Background: an optimization exercise with open tools, aiming at small area. Do not read the settings as production practice. The RTL was checked by simulation tests, not by an equivalence proof against the original design. Power is estimated from default activity; no workload was simulated.

### flow/config.mk
export PLATFORM = sky130hd
export DESIGN_NAME = apb_modport
export DESIGN_NICKNAME = apb_modport
export VERILOG_FILES = /design/flow/design.v
export SDC_FILE = /design/flow/constraint.sdc
export NUM_CORES = 4
export LEC_CHECK = 0
export CAP_MARGIN = 30
export CORE_MARGIN = 2
export CORE_UTILIZATION = 40
export SLEW_MARGIN = 30
### flow/constraint.sdc
create_clock -name core_clock -period 12.0 [get_ports {pclock}]
set_input_delay 2.4000 -clock core_clock [delete_from_list [all_inputs] [get_ports {pclock}]]
set_output_delay 2.4000 -clock core_clock [all_outputs]
set_load 0.01 [all_outputs]
### flow/design.v
module apb_modport #(
    parameter int ADDR_WIDTH     = 32,
    parameter int DATA_WIDTH     = 32,
    parameter int NO_OF_SLAVES   = 7,
    parameter int REGS_PER_SLAVE = 8
) (
    input  logic                    pclock,
    input  logic                    presetn,    
    input  logic [ADDR_WIDTH-1:0]   paddr,
    input  logic [DATA_WIDTH-1:0]   pwdata,
    input  logic                    pwrite,
    input  logic [NO_OF_SLAVES-1:0] psel_x,
    input  logic                    penable,
    output logic [DATA_WIDTH-1:0]   prdata,
    output logic                    pready,
    output logic                    pslverr
);
    localparam int DATA_REGS = REGS_PER_SLAVE - 1;
    localparam int IDX_W     = $clog2(REGS_PER_SLAVE);
    localparam int BANK_W    = (NO_OF_SLAVES > 1) ? $clog2(NO_OF_SLAVES) : 1;
    localparam int CNT_W     = $clog2(NO_OF_SLAVES + 1);
    localparam int WIN_LSB   = IDX_W + 2;
    localparam logic [15:0] ID_TAG = 16'hA9B0;
    logic [DATA_WIDTH-1:0] regs_q [NO_OF_SLAVES][DATA_REGS];
    logic [DATA_WIDTH-1:0] regs_d [NO_OF_SLAVES][DATA_REGS];
    logic [CNT_W-1:0]      sel_count;
    logic [BANK_W-1:0]     bank;
    logic [IDX_W-1:0]      reg_idx;
    logic                  sel_any;
    logic                  sel_onehot;
    logic                  access;
    logic                  misaligned;
    logic                  out_of_window;
    logic                  ro_write;
    logic                  xfer_err;
    logic                  wr_en;
    logic                  rd_en;
    logic [DATA_WIDTH-1:0] rd_word;
    always_comb begin
        sel_count = '0;
        bank      = '0;
        for (int k = 0; k < NO_OF_SLAVES; k++) begin
            if (psel_x[k]) begin
                sel_count = sel_count + CNT_W'(1);
                bank      = BANK_W'(k);
            end
        end
    end
    assign sel_any       = (sel_count != '0);
    assign sel_onehot    = (sel_count == CNT_W'(1));
    assign reg_idx       = paddr[WIN_LSB-1:2];
    assign misaligned    = |paddr[1:0];
    assign out_of_window = |paddr[ADDR_WIDTH-1:WIN_LSB];
    assign ro_write      = pwrite && (reg_idx == IDX_W'(DATA_REGS));
    assign access   = sel_any && penable;
    assign xfer_err = !sel_onehot || misaligned || out_of_window || ro_write;
    assign wr_en    = access && pwrite && !xfer_err;
    assign rd_en    = access && !pwrite && !xfer_err;
    always_comb begin
        rd_word = '0;
        for (int k = 0; k < NO_OF_SLAVES; k++) begin
            if (bank == BANK_W'(k)) begin
                if (reg_idx == IDX_W'(DATA_REGS)) begin
                    rd_word = DATA_WIDTH'({ID_TAG, 8'h00, 8'(k)});
                end else begin
                    for (int r = 0; r < DATA_REGS; r++) begin
                        if (reg_idx == IDX_W'(r)) begin
                            rd_word = regs_q[k][r];
                        end
                    end
                end
            end
        end
    end
    always_comb begin
        for (int k = 0; k < NO_OF_SLAVES; k++) begin
            for (int r = 0; r < DATA_REGS; r++) begin
                regs_d[k][r] = regs_q[k][r];
            end
        end
        if (wr_en) begin
            for (int k = 0; k < NO_OF_SLAVES; k++) begin
                for (int r = 0; r < DATA_REGS; r++) begin
                    if ((bank == BANK_W'(k)) && (reg_idx == IDX_W'(r))) begin
                        regs_d[k][r] = pwdata;
                    end
                end
            end
        end
    end
    always_ff @(posedge pclock or posedge presetn) begin
        if (presetn) begin
            for (int k = 0; k < NO_OF_SLAVES; k++) begin
                for (int r = 0; r < DATA_REGS; r++) begin
                    regs_q[k][r] <= '0;
                end
            end
        end else begin
            for (int k = 0; k < NO_OF_SLAVES; k++) begin
                for (int r = 0; r < DATA_REGS; r++) begin
                    regs_q[k][r] <= regs_d[k][r];
                end
            end
        end
    end
    assign pready  = access && !presetn;
    assign pslverr = access && xfer_err && !presetn;
    assign prdata  = (rd_en && !presetn) ? rd_word : '0;
endmodule
### flow/run.sh
#!/bin/bash
# synth_recipe.tcl (not shown) runs the flow's synth.tcl, then flattens the netlist and writes it again
# the make line also repeats each setting of config.mk as NAME=value (left out here)
make -C /OpenROAD-flow-scripts/flow DESIGN_CONFIG=/design/flow/config.mk WORK_HOME=/design/flow/orfs CLKGATE_MAP_FILE= SYNTH_SCRIPT=/design/flow/synth_recipe.tcl finish
==> results.txt <==
## metrics by stage
stage	total power [mW]	hold slack, ns	std cells	utilization	setup slack, ns
6_report	11.4	0.479	8272	0.454	0.693
5_1_grt	11.7	0.504	8269	0.454	0.572
4_1_cts	11.4	0.483	8260	0.453	0.783
3_5_place_dp	6.09	0.475	7947	0.422	0.798
3_3_place_gp	6.08	0.463	7941	0.421	0.828
2_1_floorplan	5.79	0.452	5787	-	-17.71
## layer usage
| metal | part of all wire | routed length [microns] | global-route usage |
|---|---|---|---|
| met2 | 0.45 | 118000 | 0.425 |
| met1 | 0.42 | 111000 | 0.387 |
| met4 | 0.056 | 14900 | 0.143 |
| met3 | 0.081 | 21500 | 0.0510 |
| met5 | 0.00023 | 61 | 0 |
## report_power, final
part           internal, mW  switching [mW]  leakage [nW]  total, mW
clock                  3.12            2.23          2.82       5.35
combinational         0.161           0.558          15.5      0.719
sequential             5.29  0.000000000291          21.9       5.29
## worst max path at each step
stage          startpoint         end  slack, ns  depth (start not counted)
2_1_floorplan     presetn  prdata[13]     -17.71                          7
3_3_place_gp    psel_x[1]  prdata[28]       0.83                         22
3_5_place_dp    psel_x[1]  prdata[28]       0.80                         22
4_1_cts         psel_x[1]  prdata[28]       0.78                         22
5_1_grt         psel_x[1]  prdata[20]       0.57                         23
6_report        psel_x[1]  prdata[20]       0.69                         23
## cells in the final DEF, fill, tap and decap left out, types with 10 or more instances in the layout
cell / count
sky130_fd_sc_hd__a22oi_1: 109
sky130_fd_sc_hd__o211ai_1: 46
sky130_fd_sc_hd__o22ai_1: 98
sky130_fd_sc_hd__mux2i_1: 143
sky130_fd_sc_hd__nor2b_1: 12
sky130_fd_sc_hd__o21ai_0: 302
sky130_fd_sc_hd__a31oi_1: 37
sky130_fd_sc_hd__nor4_1: 11
sky130_fd_sc_hd__a41oi_1: 10
sky130_fd_sc_hd__buf_4: 156
sky130_fd_sc_hd__nand2_2: 41
sky130_fd_sc_hd__a32oi_1: 11
sky130_fd_sc_hd__a211oi_1: 34
sky130_fd_sc_hd__nand2_1: 199
sky130_fd_sc_hd__a2bb2oi_1: 10
sky130_fd_sc_hd__a221oi_1: 60
sky130_fd_sc_hd__a22o_1: 17
sky130_fd_sc_hd__nor2_1: 189
sky130_fd_sc_hd__a221o_1: 20
sky130_fd_sc_hd__nand3_1: 44
sky130_fd_sc_hd__dfrtp_1: 1568
sky130_fd_sc_hd__clkdlybuf4s50_1: 89
sky130_fd_sc_hd__o221ai_1: 68
sky130_fd_sc_hd__clkbuf_8: 57
sky130_fd_sc_hd__nand2b_1: 10
sky130_fd_sc_hd__a21oi_1: 210
sky130_fd_sc_hd__inv_1: 10
sky130_fd_sc_hd__buf_12: 21
sky130_fd_sc_hd__a2111oi_0: 13
sky130_fd_sc_hd__mux2_2: 1655
sky130_fd_sc_hd__clkinv_2: 25
sky130_fd_sc_hd__nor3_1: 33
sky130_fd_sc_hd__clkbuf_1: 39
sky130_fd_sc_hd__clkbuf_16: 174
sky130_fd_sc_hd__buf_2: 14
sky130_fd_sc_hd__mux4_2: 66
sky130_fd_sc_hd__o22a_1: 13
## cell type report
type                            count  area (sq um)
Multi-Input combinational cell   3613         32100
Antenna cell                        5          12.5
Fill cell                       16600         99800
Tap cell                         2464          3080
Inverter                           15          72.6
Timing Repair Buffer              294          2820
Clock inverter                     43           407
Clock buffer                      270          5290
Sequential cell                  1568         39200
## cell families (layout without fill, tap and decap cells)
kind of cell,Yosys count,count (layout),synth area share
multiplexers,1873,1873,0.294
AO/OA/AOI/OAI,1116,1116,0.0995
adder cells (fa/ha/maj),6,6,0.00102
XOR/XNOR,8,8,0.00134
buffers and inverters,606,622,0.0339
flip-flops,1568,1568,0.533
AND/OR/NAND/NOR,610,610,0.0364
other,0,5,0
## critical path, cell delays in order
cell,delay (ns)
sky130_fd_sc_hd__clkdlybuf4s50_1,0.64
sky130_fd_sc_hd__inv_1,0.08
sky130_fd_sc_hd__ha_1,0.32
sky130_fd_sc_hd__xor2_1,0.18
sky130_fd_sc_hd__ha_1,0.29
sky130_fd_sc_hd__nand2_1,0.08
sky130_fd_sc_hd__o31ai_1,0.10
sky130_fd_sc_hd__ha_1,0.31
sky130_fd_sc_hd__mux2i_1,0.27
sky130_fd_sc_hd__inv_1,0.10
sky130_fd_sc_hd__ha_1,0.32
sky130_fd_sc_hd__nand2_1,0.07
sky130_fd_sc_hd__o21ai_0,0.11
sky130_fd_sc_hd__ha_1,0.23
sky130_fd_sc_hd__nand2_1,0.07
sky130_fd_sc_hd__xnor3_1,0.24
sky130_fd_sc_hd__xnor2_1,0.19
sky130_fd_sc_hd__o211ai_1,0.30
sky130_fd_sc_hd__nor4_4,0.98
sky130_fd_sc_hd__buf_4,0.45
sky130_fd_sc_hd__nand3_1,0.13
sky130_fd_sc_hd__a311oi_1,0.39
sky130_fd_sc_hd__clkdlybuf4s50_1,0.62
==> impl_metrics.csv <==
group,metric,value,unit
logic_synthesis,synthFlopType,"sky130_fd_sc_hd__dfrtp_1",
sta,grt_setup_unrepaired,"no",
clocking,cts-buffers-inserted,170,
cells_and_area,drive_above_1_share,0.395,
global_routing,globalRouteOverflowTotal,0,
clocking,clock_pin_transition_on_the_worst_setup_and_hold_timing_paths,0.06,ns
drt,routed_vias_inst,6.29,
drt,routed_len_inst,32.1,microns
logic_synthesis,synth_largest_area_cell,"sky130_fd_sc_hd__dfrtp_1",
sta,worst_pin_slew,1.24,ns
setup_path,critical_path.endpoint_type,"primary output",
sta,setup_total_negative_slack,0,ns
sta,fin_skew,0,ns
cells_and_area,largest_register_ff_count,1568,
setup_path,crit-reg2reg-capture,"regs_q[45][0]",
clocking,cts_hold_repair.buffers,0,
clocking,cts_root_buffer,"sky130_fd_sc_hd__clkbuf_16",
setup_path,setup.worst_path.start_class,"input pin",
sta,post-route-period-util,0.942,
setup_path,rr_startpoint,"regs_q[45][0]",
global_routing,number_of_antenna_violations_at_the_first_check_in_global_routing,15,
drt,detail_route.iter0.violations,6354,
worst_hold_path,hold_depth,1,
drt,antenna_left,0,
drt,detail_route.drc_violations,0,
setup_path,timing.critical_path.arrival,8.91,ns
die,std_cell_rows,157,
clocking,cts_num_sinks,1568,
global_routing,first_global_vias,51700,
logic_synthesis,synth.lib_cells_used.distinct,74,
status,run_status,"finished clean",
setup_path,critical_path.max_fanout,7,
die,floorplan.io_pins,109,
logic_synthesis,flops_latches_synth,1568,
die,die-height,433,microns
sta,top_achievable_clock_speed,0.0884,GHz
worst_hold_path,hold-path-endpoint,"regs_q[18][28]",
cells_and_area,biggestRegsByFlops,"regs_q: 1568 flops",
worst_hold_path,kind_of_path_behind_the_tightest_hold_check,"register to register",
setup_path,cell_depth_of_the_worst_flop_to_flop_path,1,
power_and_ir_drop,pwr_density_cell,137,nW/um^2
worst_hold_path,worstHoldStart,"regs_q[18][28]",
drt,wl,266000,microns
clocking,cts.repair_timing.setup_buffer_count,0,
clocking,cts_tree,"yes",
die,die_outline_width,433,microns
sta,final_report_max_slew_violation_count,0,
setup_path,critPathRequiredTime,9.60,ns
die,placeableCoreArea,183000,sq um
drt,vias,52000,
sta,setup_viol_count_final,0,
sta,final_hold_viols,0,
clocking,clk_path_buf_depth,3,
clocking,cts_repair_resize_count,0,
power_and_ir_drop,leakage,40.2,nW
logic_synthesis,ys_warn_count,3,
placed_design,placedInstanceArea,77100,sq um
logic_synthesis,synth_top_cells_by_area,"sky130_fd_sc_hd__dfrtp_1, sky130_fd_sc_hd__mux2_2, sky130_fd_sc_hd__o21ai_0",
logic_synthesis,synth-async-reset-ratio,1.00,
cells_and_area,area_growth,12.9,%
cells_and_area,num-nets-final,5743,
logic_synthesis,synth_cell_area,73600,sq um
logic_synthesis,synthTopCellsByCount,"sky130_fd_sc_hd__mux2_2, sky130_fd_sc_hd__dfrtp_1, sky130_fd_sc_hd__clkbuf_1",
clocking,htree_levels,4,
setup_path,regToRegSetupSlack,11.18,ns
placed_design,gp_routability_congestion,0.863,
placed_design,numPortBuffers,108,
placed_design,half_perimeter_wire_length_after_placement,151000,microns
sta,slew_headroom,0.170,
drt,drt_pass1_iterations,6,
cells_and_area,stdcell_area,83000,sq um
die,die-area,187000,sq um
logic_synthesis,yosysSeqAreaShare,0.533,
sta,timing.final.crit_period,11.31,ns
logic_synthesis,synth.net_count,5868,
die,initial_utilization,0.402,
global_routing,pin_count_of_the_biggest_net_entering_global_routing,187,
global_routing,global_route.usage.total,0.281,
logic_synthesis,synth_top_area_frac,0.533,
power_and_ir_drop,vdd_ir_drop_max,0.000158,V
logic_synthesis,synthMostInstantiatedCell,"sky130_fd_sc_hd__mux2_2",
logic_synthesis,postSynthCellCount,5787,
cells_and_area,register_bank_with_the_most_flops,"regs_q",
logic_synthesis,synth_enable_flop_cells,0,
flow_run,max-cap-violations,0,
global_routing,global_route_wire_length_before_repair,381000,microns
setup_path,worstSetupPathType,"input pin to primary output",
logic_synthesis,synthesis.area_per_instance,12.7,sq um
clocking,clock_insertion_delay_worst_skew,0.80,ns

==> what the ideal ports hide <==
In the flow no input, the clock included, has a driving cell. The finished layout below was timed again as built, in two steps.
Step 1 sets driving cells, clkbuf_16 on the clock port and buf_2 on the other inputs (assumed; they add their load-dependent delay and slew).
Step 2 moves the port delays by t, midway between the first and last clock arrival at a register: inputs arrive t later, outputs are due t later. That takes back most of the time a late clock gives input paths.
Three values: no drivers, after step 1, after step 2; two values: the first two.
t (ns): 0.893
slack for setup (ns): 0.693 / 0.647 / 0.647
worst setup path at the end: input to output
clock arrival spread, ns: 0.042 / 0.042
worst data-port slew with drivers (ns): 0.14
After both steps setup and hold are still met in this run. For this run, drivers alone change the setup slack by -0.046 ns; drivers and shift together by -0.046 ns.
